Source: an optimization exercise on an open RTL-to-GDS flow (aim: small area, a short achievable clock period and few clock cycles per item). Production flows keep margins and buffers that such runs may drop. At most, simulation tests tie the RTL to the original design; equivalence was not proved.

Design midpoint_ellipse_points, start of the top module:
module midpoint_ellipse_points #(
    parameter int COORD_BITS = COORD_BITS_DEFAULT
) (
    input  logic                  clk,
    input  logic                  rst_n,
    input  logic                  cfg_we,
    input  logic [CFG_IDX_W-1:0]  cfg_index,
    input  logic [RADIUS_W-1:0]   cfg_data,
    input  logic                  in_valid,
    output logic                  in_ready,
    input  logic [FIELD_W-1:0]    center_x,
    input  logic [FIELD_W-1:0]    center_y,
    input  logic [FIELD_W-1:0]    shift_x,
    output logic                  out_valid,
    input  logic                  out_ready,
    output logic [COORD_BITS-1:0] x_right,
    output logic [COORD_BITS-1:0] x_left,
    output logic [COORD_BITS-1:0] y_upper,
    output logic [COORD_BITS-1:0] y_lower,
    output logic                  last_point
);
    logic [RADIUS_W-1:0] ra_reg, rb_reg;
    always_ff @(posedge clk or negedge rst_n)
    begin
        if (!rst_n)
        begin
            ra_reg <= RADIUS_X_RESET;
            rb_reg <= RADIUS_Y_RESET;
        end
        else if (cfg_we)
        begin
            if (cfg_index == 1'b0) ra_reg <= cfg_data;
            else                   rb_reg <= cfg_data;
        end
    end
    logic                q_v, q_rdy;
  ...
Settings: LEC_CHECK=0, CAP_MARGIN=20, CORE_MARGIN=2, CORE_UTILIZATION=40, SLEW_MARGIN=20; clock period 9.0 ns.
standard.sh (not shown) runs the stock make flow with config.mk's settings and CLKGATE_MAP_FILE= SYNTH_SCRIPT=/design/flow/synth_recipe.tcl, a recipe that flattens the netlist after the stock synthesis.
==> flow/flow/run.sh <==
#!/bin/bash
# The standard layout, with plain buffers on the ports instead of the delay cells
# buffer_ports picks by default, and timing repair aimed at a 3.4 ns period.
set -euo pipefail
export BUFFER_PORTS_ARGS="-buffer_cell sky130_fd_sc_hd__buf_2"
bash standard.sh SETUP_SLACK_MARGIN=5.6 finish > standard_flow.log 2>&1
The baseline completed without violations.
Testbench counts at the start, summed over its fixed seeds: cycles 63,926, points 61,632.
Then changed:
==> flow/run.sh (new file) <==
#!/bin/bash
# synth_recipe.tcl (not shown) runs the flow's synth.tcl, then flattens the netlist and writes it again
# the make line also repeats each setting of config.mk as NAME=value (left out here)
make -C /OpenROAD-flow-scripts/flow DESIGN_CONFIG=/design/flow/config.mk WORK_HOME=/design/flow/orfs CLKGATE_MAP_FILE= SYNTH_SCRIPT=/design/flow/synth_recipe.tcl finish
--- a/flow/config.mk
+++ b/flow/config.mk
@@ -10 +10,2 @@
-export CORE_UTILIZATION = 40
+export CORE_UTILIZATION = 70
+export SETUP_SLACK_MARGIN = 5
removed: flow/flow/run.sh
removed: flow/standard.sh
What happened: The changed run passed the timing, design-rule and antenna checks; utilization rose by 33 points; worst setup slack improves by 23 ps; area after synthesis does not change; sequential share of layout area rose by 1.6 points; wire length fell by a few percent; design area fell by a few percent; synthesized cell count does not change; flip-flop and latch count does not change.
Then changed:
--- a/flow/config.mk
+++ b/flow/config.mk
@@ -10 +10 @@
-export CORE_UTILIZATION = 70
+export CORE_UTILIZATION = 40
The new run went through all stages and came out clean.
Setup slack is better by 78 ps.
Non-clock buffer count drops by 3.
Count of clock-buffer cells in the layout is lower by 1.
Cell area climbs by 0.78%.
Wire length increases by about 0.8%.
Cell count came out higher by 11%.
Synthesized area is unchanged.
Then changed:
--- a/flow/config.mk
+++ b/flow/config.mk
@@ -11 +10,0 @@
-export SETUP_SLACK_MARGIN = 5
Outcome: The changed run went through all stages and came out clean. Routed wire length came out lower by a few percent. Core utilization came out lower by 1.3 points. Design area came out lower by a few percent. Global-route usage came out lower by 0.38 points. Setup slack is worse by 820 ps. Area after synthesis is unchanged. Die area does not change.
Then changed:
--- a/flow/config.mk
+++ b/flow/config.mk
@@ -10 +10,4 @@
-export CORE_UTILIZATION = 40
+export CORE_UTILIZATION = 70
+export CTS_CLUSTER_DIAMETER = 60
+export CTS_CLUSTER_SIZE = 30
+export SETUP_SLACK_MARGIN = 5
Register-to-register slack improved by 670 ps.
Non-clock buffer count is higher by 57.
Via count is higher by 7.4%.
Sequential share of layout area is lower by 0.61 points.

========
== exp/delta ==
midpoint_ellipse_points, a different RTL version from the one above (not shown whole).
Size in the first run: about 2200 cells after synthesis, about 310 flip-flops, about 88 I/O pins, about 22000 um^2 of cells after synthesis.
clock: 9.0 ns
lec_check: 0
cap_margin: 20
core_margin: 2
core_utilization: 50
slew_margin: 20
==> flow/flow/run.sh <==
#!/bin/bash
# The standard layout, with plain buffers on the ports instead of the delay cells
# buffer_ports picks by default, and timing repair aimed at a 3.4 ns period.
set -euo pipefail
export BUFFER_PORTS_ARGS="-buffer_cell sky130_fd_sc_hd__buf_2"
bash standard.sh SETUP_SLACK_MARGIN=5.6 finish > standard_flow.log 2>&1
Testbench counts of exp/delta, summed over its fixed seeds: cycles 66,057, points 61,632.
Modified inputs, exp/maple compared to exp/delta
# exp/delta
export LEC_CHECK = 0
export CAP_MARGIN = 20
export CORE_MARGIN = 2
export CORE_UTILIZATION = 50
export SLEW_MARGIN = 20
create_clock -name core_clock -period 9.0 [get_ports {clk}]
# exp/maple
export LEC_CHECK = 0
export CAP_MARGIN = 20
export CORE_MARGIN = 2
export CORE_UTILIZATION = 40
export SLEW_MARGIN = 20
create_clock -name core_clock -period 9.0 [get_ports {clk}]
==> flow/flow/run.sh <==
#!/bin/bash
# The standard layout, with plain buffers on the ports instead of the delay cells
# buffer_ports picks by default, and timing repair aimed at a 3.6 ns period.
set -euo pipefail
export BUFFER_PORTS_ARGS="-buffer_cell sky130_fd_sc_hd__buf_2"
bash standard.sh SETUP_SLACK_MARGIN=5.4 finish > standard_flow.log 2>&1
[summary]
exp/delta vs exp/maple, highest metal layer with signal wires: met5 vs met4. Comparing exp/delta and exp/maple, the lower shortest clock period the worst path allows after layout is on exp/delta. Compared with exp/delta, in exp/maple share of the clock period used by the worst path after layout saw an increase, die area saw an increase.
Input changes introduced in exp/ember (baseline for comparison: exp/maple):
# exp/maple
export LEC_CHECK = 0
export CAP_MARGIN = 20
export CORE_MARGIN = 2
export CORE_UTILIZATION = 40
export SLEW_MARGIN = 20
create_clock -name core_clock -period 9.0 [get_ports {clk}]
# exp/ember
export LEC_CHECK = 0
export CAP_MARGIN = 20
export CORE_MARGIN = 2
export CORE_UTILIZATION = 40
export SLEW_MARGIN = 20
export TNS_END_PERCENT = 20
create_clock -name core_clock -period 9.0 [get_ports {clk}]
==> flow/flow/run.sh <==
#!/bin/bash
# The standard layout, with plain buffers on the ports instead of the delay cells
# buffer_ports picks by default, and timing repair aimed at a 3.4 ns period.
set -euo pipefail
export BUFFER_PORTS_ARGS="-buffer_cell sky130_fd_sc_hd__buf_2"
bash standard.sh SETUP_SLACK_MARGIN=5.6 finish > standard_flow.log 2>&1
Notes after the runs:
Comparing exp/maple and exp/ember, post-synthesis to final-layout area growth is lower on exp/maple. Routed wire in exp/ember totals more than in exp/maple. | post-cts resize count | exp/ember vs exp/maple | 43 higher |.
Setup changes, exp/ember to exp/juniper
# exp/ember
export LEC_CHECK = 0
export CAP_MARGIN = 20
export CORE_MARGIN = 2
export CORE_UTILIZATION = 40
export SLEW_MARGIN = 20
export TNS_END_PERCENT = 20
create_clock -name core_clock -period 9.0 [get_ports {clk}]
# exp/juniper
export LEC_CHECK = 0
export CAP_MARGIN = 20
export CORE_MARGIN = 2
export CORE_UTILIZATION = 40
export SLEW_MARGIN = 20
export TNS_END_PERCENT = 0
create_clock -name core_clock -period 9.0 [get_ports {clk}]
==> notes.md <==
- exp/juniper vs exp/ember — design area dropped by a few percent
- The number of buffers outside the clock class in the layout number comes out higher for exp/ember vs exp/juniper.
- In exp/juniper, the register-to-register slack came out 0.10 ns below the value in exp/ember.
- Compared with exp/ember, in exp/juniper clock latency of the later-clocked register in the worst-skew pair was more or less identical, worst-case setup margin in the final layout went down by 0.098 ns.
## Diff of input files: exp/xenon against exp/juniper
# exp/juniper
export LEC_CHECK = 0
export CAP_MARGIN = 20
export CORE_MARGIN = 2
export CORE_UTILIZATION = 40
export SLEW_MARGIN = 20
export TNS_END_PERCENT = 0
create_clock -name core_clock -period 9.0 [get_ports {clk}]
# exp/xenon
export LEC_CHECK = 0
export CAP_MARGIN = 20
export CORE_MARGIN = 2
export CORE_UTILIZATION = 40
export SLEW_MARGIN = 20
create_clock -name core_clock -period 9.0 [get_ports {clk}]
==> flow/flow/run.sh <==
#!/bin/bash
# The standard layout, with plain buffers on the ports instead of the delay cells
# buffer_ports picks by default, and timing repair aimed at a 3.2 ns period.
set -euo pipefail
export BUFFER_PORTS_ARGS="-buffer_cell sky130_fd_sc_hd__buf_2"
bash standard.sh SETUP_SLACK_MARGIN=5.8 finish > standard_flow.log 2>&1
[summary]
exp/xenon: full flow OK, the timing, design-rule and antenna checks passed. Compared with exp/juniper, exp/xenon shows a area growth from synthesis to layout that is 8.0 points higher. Worst slack on hold paths: exp/juniper vs exp/xenon, no meaningful difference. Row CTS buffer count: exp/xenon lower / exp/juniper higher. Against exp/juniper, exp/xenon reports a final standard cell utilization of the core that is higher. Min setup slack across exp/juniper and exp/xenon: exp/juniper.
The following lists how exp/umber was set up differently from exp/xenon:
# exp/xenon
export LEC_CHECK = 0
export CAP_MARGIN = 20
export CORE_MARGIN = 2
export CORE_UTILIZATION = 40
export SLEW_MARGIN = 20
create_clock -name core_clock -period 9.0 [get_ports {clk}]
# exp/umber
export LEC_CHECK = 0
export CAP_MARGIN = 20
export CORE_MARGIN = 2
export CORE_UTILIZATION = 40
export CTS_BUF_LIST = sky130_fd_sc_hd__clkbuf_4 sky130_fd_sc_hd__clkbuf_8
export SLEW_MARGIN = 20
create_clock -name core_clock -period 9.0 [get_ports {clk}]
==> flow/flow/run.sh <==
#!/bin/bash
# The standard layout, with plain buffers on the ports instead of the delay cells
# buffer_ports picks by default, and timing repair aimed at a 3.4 ns period.
set -euo pipefail
export BUFFER_PORTS_ARGS="-buffer_cell sky130_fd_sc_hd__buf_2"
bash standard.sh SETUP_SLACK_MARGIN=5.6 finish > standard_flow.log 2>&1
## What came out
- The core of exp/umber is less densely filled than that of exp/xenon.
- Final worst setup slack delta for exp/umber relative to exp/xenon: 0.029 ns higher
- The multi-input combinational cell count on exp/xenon is in line with that on exp/umber.
- Wire length on met3, exp/umber vs exp/xenon: up by a little under 10%
- Comparing exp/xenon with exp/umber, the hold slack came out essentially unchanged.

========
Another version of the RTL of midpoint_ellipse_points (not shown whole).
For scale: about 2300 cells after synthesis, about 310 flip-flops, about 88 I/O pins, ~22000 um^2 of cells after synthesis.
Settings: LEC_CHECK=0, CAP_MARGIN=20, CORE_MARGIN=2, CORE_UTILIZATION=40, SLEW_MARGIN=20; clock period 9.0 ns.
==> flow/flow/run.sh <==
#!/bin/bash
# The standard layout, with plain buffers on the ports instead of the delay cells
# buffer_ports picks by default, and timing repair aimed at a 3.5 ns period.
set -euo pipefail
export BUFFER_PORTS_ARGS="-buffer_cell sky130_fd_sc_hd__buf_2"
bash standard.sh SETUP_SLACK_MARGIN=5.5 finish > standard_flow.log 2>&1
Then changed:
==> flow/flow/run.sh (replaced) <==
#!/bin/bash
# The standard layout, with plain buffers on the ports instead of the delay cells
# buffer_ports picks by default, and timing repair aimed at a 3.4 ns period.
set -euo pipefail
export BUFFER_PORTS_ARGS="-buffer_cell sky130_fd_sc_hd__buf_2"
bash standard.sh SETUP_SLACK_MARGIN=5.6 finish > standard_flow.log 2>&1
What happened:
- The new run went through all stages and came out clean
- clock-buffer cell count rose by 4
- setup slack gets better by 0.061 ns
- via count rose by 0.93%
Then changed:
==> flow/flow/run.sh (replaced) <==
#!/bin/bash
# The standard layout, with plain buffers on the ports instead of the delay cells
# buffer_ports picks by default, and timing repair aimed at a 3.3 ns period.
set -euo pipefail
export BUFFER_PORTS_ARGS="-buffer_cell sky130_fd_sc_hd__buf_2"
bash standard.sh SETUP_SLACK_MARGIN=5.7 finish > standard_flow.log 2>&1
Clock-buffer cell count is unchanged.
Clock skew is higher by 0.0033 ns.
Non-clock buffer count is higher by 21.
Core utilization is higher by 0.56 points.
Function was not checked in any run of this note: the RTL went through the layout flow alone.

========
Setup of P:
The RTL this note starts from:
==> flow/design.v <==
package mep_pkg;
    localparam int RADIUS_W = 5;
    localparam int FIELD_W  = 10;
    localparam int SQ_W     = 2 * RADIUS_W;
    localparam int M_W      = SQ_W + RADIUS_W;
    localparam int K_W      = 17;
    localparam int T_W      = 16;
    localparam int COORD_BITS_DEFAULT = 11;
    localparam int CFG_IDX_W = 1;
    localparam logic [RADIUS_W-1:0] RADIUS_X_RESET = 5'd5;
    localparam logic [RADIUS_W-1:0] RADIUS_Y_RESET = 5'd2;
endpackage
import mep_pkg::*;
module midpoint_ellipse_points #(
    parameter int COORD_BITS = COORD_BITS_DEFAULT
) (
    input  logic                  clk,
    input  logic                  rst_n,
    input  logic                  cfg_we,
    input  logic [CFG_IDX_W-1:0]  cfg_index,
    input  logic [RADIUS_W-1:0]   cfg_data,
    input  logic                  in_valid,
    output logic                  in_ready,
    input  logic [FIELD_W-1:0]    center_x,
    input  logic [FIELD_W-1:0]    center_y,
    input  logic [FIELD_W-1:0]    shift_x,
    output logic                  out_valid,
    input  logic                  out_ready,
    output logic [COORD_BITS-1:0] x_right,
    output logic [COORD_BITS-1:0] x_left,
    output logic [COORD_BITS-1:0] y_upper,
    output logic [COORD_BITS-1:0] y_lower,
    output logic                  last_point
);
    logic [RADIUS_W-1:0] ra_reg, rb_reg;
    always_ff @(posedge clk or negedge rst_n)
    begin
        if (!rst_n)
        begin
            ra_reg <= RADIUS_X_RESET;
            rb_reg <= RADIUS_Y_RESET;
        end
        else if (cfg_we)
        begin
            if (cfg_index == 1'b0) ra_reg <= cfg_data;
            else                   rb_reg <= cfg_data;
        end
    end
    logic                q_v, q_rdy;
    logic [2:0]          q_cnt;
    logic [FIELD_W-1:0]  q_cx, q_cy, q_sh;
    logic [SQ_W-1:0]     q_a2, q_b2;
    logic [RADIUS_W-1:0] q_b;
    logic signed [T_W-1:0] q_t;
    logic                load;
    assign in_ready = !q_v;
    assign q_rdy    = q_v && (q_cnt == 3'd5);
    always_ff @(posedge clk or negedge rst_n)
    begin
        if (!rst_n)
        begin
            q_v <= 1'b0;
        end
        else
        begin
            if (!q_v)      q_v <= in_valid;
            else if (load) q_v <= 1'b0;
        end
    end
    always_ff @(posedge clk)
    begin
        if (!q_v)
        begin
            q_cx  <= center_x;
            q_cy  <= center_y;
            q_sh  <= shift_x;
            q_a2  <= ra_reg * ra_reg;
            q_b2  <= rb_reg * rb_reg;
            q_b   <= rb_reg;
            q_cnt <= 3'd0;
            q_t   <= '0;
        end
        else if (q_cnt != 3'd5)
        begin
            q_cnt <= q_cnt + 3'd1;
            q_t   <= (q_t <<< 1) - (q_b[3'd4 - q_cnt] ? T_W'(q_a2) : T_W'(0));
        end
    end
    logic                       w_v, w_r2;
    logic [RADIUS_W-1:0]        w_ex, w_ey;
    logic signed [FIELD_W+1:0]  w_cxs;
    logic [FIELD_W-1:0]         w_cy;
    logic signed [K_W-1:0]      w_k, w_p, w_q;
    logic [SQ_W-1:0]            w_a2, w_b2;
    logic [SQ_W:0]              w_s;
    logic signed [T_W-1:0]      w_g;
    logic signed [SQ_W:0]       w_c;
    logic o_v;
    logic out_en, cont1, ey0, trans, last, emit, step_s;
    assign cont1  = w_g[T_W-1];
    assign ey0    = (w_ey == '0);
    assign trans  = w_v && !w_r2 && !cont1 && !ey0;
    assign last   = ey0 && (w_r2 || !cont1);
    assign out_en = !o_v || out_ready;
    assign emit   = w_v && !trans && out_en;
    assign load   = q_rdy && (!w_v || (emit && last));
    assign step_s  = w_k[K_W-1] ^ w_r2;
    logic signed [K_W-1:0] a2_k, b2_k, t_k;
    assign a2_k = K_W'(q_a2);
    assign b2_k = K_W'(q_b2);
    assign t_k  = K_W'(q_t);
    logic signed [K_W-1:0] inc_p, inc_q;
    assign inc_p = w_r2 ? K_W'(w_a2) << 1 : K_W'(w_b2) << 1;
    assign inc_q = step_s ? inc_p : K_W'(w_s) << 1;
    always_ff @(posedge clk or negedge rst_n)
    begin
        if (!rst_n)
        begin
            w_v <= 1'b0;
        end
        else if (load)
        begin
            w_v <= 1'b1;
        end
        else if (emit && last)
        begin
            w_v <= 1'b0;
        end
    end
    always_ff @(posedge clk)
    begin
        if (load)
        begin
            w_r2  <= 1'b0;
            w_ex  <= '0;
            w_ey  <= q_b;
            w_cxs <= {{2{q_cx[FIELD_W-1]}}, q_cx} + {2'b00, q_sh};
            w_cy  <= q_cy;
            w_a2  <= q_a2;
            w_b2  <= q_b2;
            w_s   <= {1'b0, q_a2} + {1'b0, q_b2};
            w_g   <= q_t;
            w_c   <= (SQ_W+1)'(3 * (q_b2 >> 2)) - (SQ_W+1)'(q_a2 >> 2)
                     + (SQ_W+1)'({q_b2[0], 1'b0}) - (SQ_W+1)'(1);
            w_k   <= b2_k + t_k + K_W'(q_a2 >> 2);
            w_p   <= (b2_k << 1) + b2_k;
            w_q   <= (a2_k << 1) + (b2_k << 1) + b2_k + (t_k <<< 1);
        end
        else if (trans)
        begin
            w_r2 <= 1'b1;
            w_k  <= w_k - w_p + (w_q >>> 1) + K_W'(w_c);
            w_p  <= w_q - w_p + K_W'(w_a2);
            w_q  <= w_q + K_W'(w_a2) - K_W'(w_b2);
        end
        else if (emit && !last)
        begin
            w_k <= w_k + (step_s ? w_p : w_q);
            w_p <= w_p + inc_p;
            w_q <= w_q + inc_q;
            w_g <= w_g + (step_s ? T_W'(w_b2) : T_W'(w_s));
            if (!w_r2)
            begin
                w_ex <= w_ex + 1'b1;
                if (!step_s) w_ey <= w_ey - 1'b1;
            end
            else
            begin
                w_ey <= w_ey - 1'b1;
                if (!step_s) w_ex <= w_ex + 1'b1;
            end
        end
    end
    logic signed [FIELD_W+1:0] xr_s, xl_s;
    logic [COORD_BITS-1:0]     x_right_reg, x_left_reg, y_upper_reg, y_lower_reg;
    logic                      last_point_reg;
    assign xr_s = w_cxs + {7'b0, w_ex};
    assign xl_s = w_cxs - {7'b0, w_ex};
    function automatic logic [COORD_BITS-1:0] sat_hi(input logic signed [FIELD_W+1:0] v);
        if (!v[FIELD_W+1] && v[FIELD_W]) sat_hi = {1'b0, {(COORD_BITS-1){1'b1}}};
        else                             sat_hi = v[COORD_BITS-1:0];
    endfunction
    always_ff @(posedge clk or negedge rst_n)
    begin
        if (!rst_n)
        begin
            o_v <= 1'b0;
        end
        else
        begin
            o_v <= emit || (o_v && !out_ready);
        end
    end
    always_ff @(posedge clk)
    begin
        if (emit)
        begin
            x_right_reg    <= sat_hi(xr_s);
            x_left_reg     <= sat_hi(xl_s);
            y_upper_reg    <= {w_cy[FIELD_W-1], w_cy} + {6'b0, w_ey};
            y_lower_reg    <= {w_cy[FIELD_W-1], w_cy} - {6'b0, w_ey};
            last_point_reg <= last;
        end
    end
    assign out_valid  = o_v;
    assign x_right    = x_right_reg;
    assign x_left     = x_left_reg;
    assign y_upper    = y_upper_reg;
    assign y_lower    = y_lower_reg;
    assign last_point = last_point_reg;
endmodule
clock: 9.0 ns
lec_check: 0
cap_margin: 20
core_margin: 2
core_utilization: 40
setup_slack_margin: 5
slew_margin: 20
==> flow/flow/run.sh <==
#!/bin/bash
# The standard layout, with plain buffers (sky130_fd_sc_hd__buf_2) on the ports
# instead of the delay cells buffer_ports picks by default.
set -euo pipefail
export BUFFER_PORTS_ARGS="-buffer_cell sky130_fd_sc_hd__buf_2"
bash standard.sh finish > standard_flow.log 2>&1
P completed end to end with timing, DRC and antenna clean.
Testbench counts of P, summed over its fixed seeds: cycles 63,926, points 61,632.
Input-level comparison between Q and P:
==> flow/flow/run.sh <==
#!/bin/bash
# The standard layout, with plain buffers on the ports instead of the delay cells
# buffer_ports picks by default, and timing repair aimed at a 3.4 ns period.
set -euo pipefail
export BUFFER_PORTS_ARGS="-buffer_cell sky130_fd_sc_hd__buf_2"
bash standard.sh SETUP_SLACK_MARGIN=5.3 finish > standard_flow.log 2>&1
-- flow/config.mk --
<<< P, line 9
export CORE_MARGIN = 2
export CORE_UTILIZATION = 40
export SETUP_SLACK_MARGIN = 5
export SLEW_MARGIN = 20
>>> Q, line 9
export CORE_MARGIN = 2
export CORE_UTILIZATION = 40
export SLEW_MARGIN = 20
Results
P has higher proportion of cell area occupied by registers than Q. Compared with P, Q has extra setup slack. Q against P: net count reported at finish has increased; total length of routed wires has increased.

-- what the ideal ports hide --
The flow's constraints put no driver on any port. The routed layouts listed below were extracted and timed again, unchanged, in two steps. Step 1 assumes that a clkbuf_16 drives the clock port and a buf_2 every other input. Step 2 times the ports against the registers' clock, not the clock port: input delays grow and output delays shrink by t, the midpoint of the rising clock arrivals with the driver on. Slacks: ideal / step 1 / step 2; pairs: ideal / step 1.
| run | shift t [ns] | setup slack, ns | hold WS [ns] | clock arrival spread, ns | worst data-port slew with drivers (ns) |
|---|---|---|---|---|---|
| the first run of note 1 | 0.595 | 4.926 / 4.926 / 4.926 | 0.415 / 0.415 / 0.415 | 0.021 / 0.021 | 0.05 |
| the second run of note 1 | 0.617 | 4.949 / 4.949 / 4.521 | 0.419 / 0.419 / 0.419 | 0.014 / 0.015 | 0.05 |
| the third run of note 1 | 0.655 | 5.026 / 5.026 / 4.494 | 0.421 / 0.421 / 0.421 | 0.015 / 0.015 | 0.06 |
| the fourth run of note 1 | 0.591 | 4.210 / 4.210 / 3.678 | 0.418 / 0.418 / 0.418 | 0.023 / 0.023 | 0.06 |
| the fifth run of note 1 | 0.621 | 4.881 / 4.881 / 4.506 | 0.420 / 0.420 / 0.420 | 0.020 / 0.021 | 0.05 |
| exp/delta | 0.611 | 5.343 / 5.343 / 5.039 | 0.424 / 0.424 / 0.424 | 0.018 / 0.018 | 0.05 |
| exp/maple | 0.615 | 5.258 / 5.258 / 4.943 | 0.418 / 0.418 / 0.418 | 0.031 / 0.031 | 0.07 |
| exp/ember | 0.606 | 5.345 / 5.345 / 5.147 | 0.417 / 0.417 / 0.417 | 0.028 / 0.028 | 0.08 |
| exp/juniper | 0.615 | 5.247 / 5.247 / 4.769 | 0.417 / 0.417 / 0.417 | 0.024 / 0.025 | 0.08 |
| exp/xenon | 0.608 | 5.318 / 5.318 / 5.184 | 0.416 / 0.416 / 0.416 | 0.026 / 0.026 | 0.06 |
| exp/umber | 0.713 | 5.347 / 5.347 / 5.032 | 0.417 / 0.417 / 0.417 | 0.056 / 0.055 | 0.06 |
| the first run of note 3 | 0.603 | 5.259 / 5.259 / 4.945 | 0.417 / 0.417 / 0.417 | 0.024 / 0.023 | 0.06 |
| the second run of note 3 | 0.619 | 5.320 / 5.320 / 5.107 | 0.415 / 0.415 / 0.415 | 0.025 / 0.025 | 0.05 |
| the third run of note 3 | 0.615 | 5.232 / 5.232 / 5.213 | 0.416 / 0.416 / 0.416 | 0.028 / 0.028 | 0.05 |
| P | 0.600 | 4.969 / 4.969 / 4.598 | 0.413 / 0.413 / 0.413 | 0.024 / 0.024 | 0.06 |
| Q | 0.651 | 5.005 / 5.005 / 4.387 | 0.418 / 0.418 / 0.418 | 0.025 / 0.025 | 0.06 |
After both steps every run listed still meets setup and hold. For Q, which loses most, drivers alone change the setup slack by 0.000 ns; drivers and shift together by -0.618 ns.
